Background: an optimization exercise with open tools, aiming at small area and a short achievable clock period. Do not read the settings as production practice. Function was checked by simulation only, so behaviour that the tests miss may differ from the original. Power is estimated from default activity; no workload was simulated.

==> flow/design.v <==
`default_nettype none
package icache_pkg;
	localparam int ADDR_W = 32;
	localparam int LINE_W = 64;
	localparam int OFS_W = 3;
	localparam int IDX_W = 4;
	localparam int TAG_W = ADDR_W - IDX_W - 1 - OFS_W;
	localparam int MAX_WAYS = 4;
	localparam int WAY_W = $clog2(MAX_WAYS);
	typedef struct packed {
		logic [TAG_W-1:0] tag;
		logic [IDX_W-1:0] idx;
		logic par;
		logic [OFS_W-1:0] ofs;
	} addr_fields_t;
	typedef union packed {
		logic [ADDR_W-1:0] raw;
		addr_fields_t f;
	} fetch_addr_u;
	typedef logic [LINE_W-1:0] line_data_t;
	typedef struct packed {
		fetch_addr_u adr;
		logic [WAY_W-1:0] way;
		line_data_t data;
	} fill_t;
	typedef struct packed {
		logic rd_v;
		logic [TAG_W-1:0] rd_tag;
		logic [IDX_W-1:0] rd_idx;
		logic wr_v;
		logic [IDX_W-1:0] wr_idx;
		logic [WAY_W-1:0] wr_way;
		logic [TAG_W-1:0] wr_tag;
		line_data_t wr_data;
		logic inv_v;
		logic [IDX_W-1:0] inv_idx;
		logic inv_all;
	} bank_req_t;
	typedef struct packed {
		logic hit;
		line_data_t data;
	} bank_rsp_t;
	typedef struct packed {
		fetch_addr_u adr;
		line_data_t data;
	} line_t;
	typedef struct packed {
		line_t hi;
		line_t lo;
	} line_pair_t;
endpackage
`default_nettype wire
`timescale 1ns/1ns
`default_nettype none
module fetch_index (
	input wire [31:0] fetch_adr_i,
	output logic [31:3] l0_o,
	output logic [31:3] l1_o,
	output logic [15:0] even_set_oh_o,
	output logic [15:0] odd_set_oh_o,
	output logic even_wrap_o,
	output logic [23:0] even_tag_o,
	output logic [23:0] odd_tag_o
);
	logic par;
	logic [3:0] idx;
	logic [23:0] tag;
	always_comb begin
		par = fetch_adr_i[3];
		idx = fetch_adr_i[7:4];
		tag = fetch_adr_i[31:8];
		l0_o = fetch_adr_i[31:3];
		l1_o = fetch_adr_i[31:3] + 29'd1;
		for (int s = 0; s < 16; s++) begin
			odd_set_oh_o[s] = (idx == 4'(s));
		end
		even_set_oh_o = par ? {odd_set_oh_o[14:0], odd_set_oh_o[15]} : odd_set_oh_o;
		even_wrap_o = par && idx == 4'hf;
		even_tag_o = tag;
		odd_tag_o = tag;
	end
endmodule
`default_nettype wire
`timescale 1ns/1ns
`default_nettype none
module line_bank (
	input wire clk,
	input wire clr_i,
	input wire [15:0] rd_set_oh_i,
	input wire rd_wrap_i,
	input wire [23:0] rd_tag_i,
	output logic [1:0] way_hit_o,
	output logic [1:0][63:0] way_data_o,
	input wire inv_i,
	input wire [3:0] inv_set_i,
	input wire fill_i,
	input wire fill_way_i,
	input wire [3:0] fill_set_i,
	input wire [23:0] fill_tag_i,
	input wire [63:0] fill_data_i
);
	logic [1:0][15:0][23:0] tag_mem;
	logic [1:0][15:0][63:0] data_mem;
	logic [1:0][15:0] valid;
	logic [1:0][23:0] set0_tag_dec;
	logic [1:0][15:0] tag_eq;
	logic [1:0] tag_eq_wrap;
	always_ff @(posedge clk) begin
		for (int w = 0; w < 2; w++) begin
			for (int s = 0; s < 16; s++) begin
				if (fill_i && fill_way_i == w[0] && fill_set_i == 4'(s)) begin
					tag_mem[w][s] <= fill_tag_i;
					data_mem[w][s] <= fill_data_i;
				end
			end
			if (fill_i && fill_way_i == w[0] && fill_set_i == 4'd0) begin
				set0_tag_dec[w] <= fill_tag_i - 24'd1;
			end
		end
	end
	always_ff @(posedge clk) begin
		for (int w = 0; w < 2; w++) begin
			for (int s = 0; s < 16; s++) begin
				if (clr_i) begin
					valid[w][s] <= 1'b0;
				end else if (fill_i && fill_way_i == w[0] && fill_set_i == 4'(s)) begin
					valid[w][s] <= 1'b1;
				end else if (inv_i && inv_set_i == 4'(s)) begin
					valid[w][s] <= 1'b0;
				end
			end
		end
	end
	always_comb begin
		way_data_o = '0;
		for (int w = 0; w < 2; w++) begin
			for (int s = 0; s < 16; s++) begin
				tag_eq[w][s] = (tag_mem[w][s] == rd_tag_i);
				way_data_o[w] = way_data_o[w] | ({64{rd_set_oh_i[s]}} & data_mem[w][s]);
			end
			tag_eq_wrap[w] = (set0_tag_dec[w] == rd_tag_i);
		end
	end
	always_comb begin
		for (int w = 0; w < 2; w++) begin
			way_hit_o[w] = valid[w][0] && (rd_wrap_i ? tag_eq_wrap[w] : (rd_set_oh_i[0] && tag_eq[w][0]));
			for (int s = 1; s < 16; s++) begin
				way_hit_o[w] = way_hit_o[w] | (rd_set_oh_i[s] && valid[w][s] && tag_eq[w][s]);
			end
		end
	end
endmodule
`default_nettype wire
`timescale 1ns/1ns
`default_nettype none
module line_pair_merge (
	input wire par_i,
	input wire [1:0] even_hit_i,
	input wire [1:0] odd_hit_i,
	input wire [1:0][63:0] even_data_i,
	input wire [1:0][63:0] odd_data_i,
	output logic both_hit_o,
	output logic [1:0][63:0] lo_data_o,
	output logic [1:0][63:0] hi_data_o,
	output logic miss_lo_o,
	output logic miss_hi_o
);
	logic even_hit;
	logic odd_hit;
	logic even_miss;
	logic odd_miss;
	logic [1:0] even_pick;
	logic [1:0] odd_pick;
	always_comb begin
		even_hit = |even_hit_i;
		odd_hit = |odd_hit_i;
		both_hit_o = even_hit && odd_hit;
		even_pick = {even_hit_i[1], !even_hit_i[1]};
		odd_pick = {odd_hit_i[1], !odd_hit_i[1]};
		for (int w = 0; w < 2; w++) begin
			lo_data_o[w] = ({64{par_i && odd_pick[w]}} & odd_data_i[w])
				| ({64{!par_i && even_pick[w]}} & even_data_i[w]);
			hi_data_o[w] = ({64{par_i && even_pick[w]}} & even_data_i[w])
				| ({64{!par_i && odd_pick[w]}} & odd_data_i[w]);
		end
		even_miss = !even_hit;
		odd_miss = even_hit && !odd_hit;
		miss_lo_o = par_i ? odd_miss : even_miss;
		miss_hi_o = par_i ? even_miss : odd_miss;
	end
endmodule
`default_nettype wire
`timescale 1ns/1ns
`default_nettype none
module icache_top #(
	parameter int WAYS = 2,
	parameter int LINES = 16
) (
	input wire clk,
	input wire rst,
	input wire fetch_v_i,
	input wire icache_pkg::fetch_addr_u fetch_adr_i,
	input wire fill_v_i,
	input wire icache_pkg::fill_t fill_i,
	input wire inv_line_i,
	input wire icache_pkg::fetch_addr_u inv_adr_i,
	input wire inv_all_i,
	output wire rsp_v_o,
	output wire hit_o,
	output wire icache_pkg::line_pair_t lines_o,
	output wire icache_pkg::fetch_addr_u miss_adr_o
);
	logic [31:3] l0;
	logic [31:3] l1;
	logic [15:0] even_set_oh;
	logic [15:0] odd_set_oh;
	logic even_wrap;
	logic [23:0] even_tag;
	logic [23:0] odd_tag;
	fetch_index u_index (
		.fetch_adr_i(fetch_adr_i.raw),
		.l0_o(l0),
		.l1_o(l1),
		.even_set_oh_o(even_set_oh),
		.odd_set_oh_o(odd_set_oh),
		.even_wrap_o(even_wrap),
		.even_tag_o(even_tag),
		.odd_tag_o(odd_tag)
	);
	logic clr;
	logic fill_ok;
	logic [31:0] fill_adr;
	always_comb begin
		clr = rst || inv_all_i;
		fill_adr = fill_i.adr.raw;
		fill_ok = fill_v_i && !fill_i.way[1];
	end
	logic [1:0] even_hit;
	logic [1:0] odd_hit;
	logic [1:0][63:0] even_data;
	logic [1:0][63:0] odd_data;
	line_bank u_even (
		.clk(clk),
		.clr_i(clr),
		.rd_set_oh_i(even_set_oh),
		.rd_wrap_i(even_wrap),
		.rd_tag_i(even_tag),
		.way_hit_o(even_hit),
		.way_data_o(even_data),
		.inv_i(inv_line_i && !inv_adr_i.raw[3]),
		.inv_set_i(inv_adr_i.raw[7:4]),
		.fill_i(fill_ok && !fill_adr[3]),
		.fill_way_i(fill_i.way[0]),
		.fill_set_i(fill_adr[7:4]),
		.fill_tag_i(fill_adr[31:8]),
		.fill_data_i(fill_i.data)
	);
	line_bank u_odd (
		.clk(clk),
		.clr_i(clr),
		.rd_set_oh_i(odd_set_oh),
		.rd_wrap_i(1'b0),
		.rd_tag_i(odd_tag),
		.way_hit_o(odd_hit),
		.way_data_o(odd_data),
		.inv_i(inv_line_i && inv_adr_i.raw[3]),
		.inv_set_i(inv_adr_i.raw[7:4]),
		.fill_i(fill_ok && fill_adr[3]),
		.fill_way_i(fill_i.way[0]),
		.fill_set_i(fill_adr[7:4]),
		.fill_tag_i(fill_adr[31:8]),
		.fill_data_i(fill_i.data)
	);
	logic both_hit;
	logic [1:0][63:0] lo_data;
	logic [1:0][63:0] hi_data;
	logic miss_lo;
	logic miss_hi;
	line_pair_merge u_merge (
		.par_i(fetch_adr_i.raw[3]),
		.even_hit_i(even_hit),
		.odd_hit_i(odd_hit),
		.even_data_i(even_data),
		.odd_data_i(odd_data),
		.both_hit_o(both_hit),
		.lo_data_o(lo_data),
		.hi_data_o(hi_data),
		.miss_lo_o(miss_lo),
		.miss_hi_o(miss_hi)
	);
	logic rsp_v_q;
	logic hit_q;
	logic [31:3] miss_adr_q;
	logic rsp_v;
	logic [31:3] lo_adr_q;
	logic [31:3] hi_adr_q;
	logic [1:0][63:0] lo_data_q;
	logic [1:0][63:0] hi_data_q;
	assign rsp_v = fetch_v_i && !rst;
	always_ff @(posedge clk) begin
		rsp_v_q <= rsp_v;
		hit_q <= rsp_v && both_hit;
		miss_adr_q <= ({29{miss_lo}} & l0) | ({29{miss_hi}} & l1);
		lo_adr_q <= l0;
		hi_adr_q <= l1;
		lo_data_q <= lo_data;
		hi_data_q <= hi_data;
	end
	assign rsp_v_o = rsp_v_q;
	assign hit_o = hit_q;
	assign lines_o = {hi_adr_q, 3'b000, hi_data_q[1] | hi_data_q[0], lo_adr_q, 3'b000, lo_data_q[1] | lo_data_q[0]};
	assign miss_adr_o = {miss_adr_q, 3'b000};
endmodule
`default_nettype wire
==> flow/config.mk <==
export PLATFORM = sky130hd
export DESIGN_NAME = icache_top
export DESIGN_NICKNAME = icache_top
export VERILOG_FILES = /design/flow/design.v
export SDC_FILE = /design/flow/constraint.sdc
export NUM_CORES = 4
export LEC_CHECK = 0
export CAP_MARGIN = 10
export CORE_MARGIN = 2
export CORE_UTILIZATION = 60
export CTS_CLUSTER_DIAMETER = 100
export CTS_CLUSTER_SIZE = 25
export PLACE_DENSITY = 0.7
export SETUP_SLACK_MARGIN = 3.6
export SLEW_MARGIN = 10
export TNS_END_PERCENT = 5
==> flow/constraint.sdc <==
create_clock -name core_clock -period 7.0 [get_ports {clk}]
set_input_delay 1.4000 -clock core_clock [delete_from_list [all_inputs] [get_ports {clk}]]
set_output_delay 1.4000 -clock core_clock [all_outputs]
set_load 0.01 [all_outputs]
standard.sh (not shown) runs the stock make flow with config.mk's settings and CLKGATE_MAP_FILE= SYNTH_SCRIPT=/design/flow/synth_recipe.tcl, a recipe that flattens the netlist after the stock synthesis.
==> flow/flow/run.sh <==
#!/bin/bash
# The standard layout, with the ports buffered by buf_4 cells instead of
# the default delay buffer, repair free to resize across footprints, and
# clock tree synthesis without dummy loads.
set -euo pipefail
bash standard.sh MATCH_CELL_FOOTPRINT=0 \
	"BUFFER_PORTS_ARGS=-buffer_cell sky130_fd_sc_hd__buf_4" \
	"CTS_ARGS=-sink_clustering_enable -repair_clock_nets -sink_clustering_size 25 -sink_clustering_max_diameter 100 -buf_list sky130_fd_sc_hd__clkbuf_16 -dont_use_dummy_load" \
	finish > make_finish.log 2>&1
The starting point completed without violations.
Then changed:
==> flow/flow/run.sh (replaced) <==
#!/bin/bash
# The standard layout, with the ports buffered by buf_4 cells instead of
# the default delay buffer, and repair free to resize across footprints.
set -euo pipefail
bash standard.sh MATCH_CELL_FOOTPRINT=0 "BUFFER_PORTS_ARGS=-buffer_cell sky130_fd_sc_hd__buf_4" finish > make_finish.log 2>&1
=>
- The changed run completed without violations
- clock-buffer cell count grows by 205
- total power came out higher by 2.0%
- via count rises by 0.44%
- global-route usage is about the same
- sequential cell count stays the same
- final area climbs by 0.74%
- wire length climbs by about 0.54%
- critical path depth came out higher by 2
- worst setup slack gets better by 22 ps
- sequential power hardly moves
- register-to-register slack degrades by 90 ps

==> separate check: timing with driven ports <==
In the flow no input, the clock included, has a driving cell. The finished layouts below were timed again as built, in two steps.
Step 1 assumes that a clkbuf_16 drives the clock port and a buf_2 every other input.
Step 2, shift: input delay + t, output delay - t, t = (earliest + latest rising clock arrival at the registers) / 2. This alone moves slack from input paths to output paths.
Three values: ideal, step 1, step 2; two values: the first two.
run | t (ns) | setup slack, ns | worst setup path after step 2 | worst register clock-pin slew, ns | worst slew at a driven data input, ns
the first run | 1.096 | 3.338 / 3.184 / 2.088 | input to register | 0.10 / 0.10 | 0.46
the second run | 1.097 | 3.360 / 3.192 / 2.095 | input to register | 0.10 / 0.10 | 0.45
After both steps setup and hold are still met in every run listed. The setup slack of the second run, which loses most, moves by -0.168 ns with the drivers and by -1.265 ns with both steps.
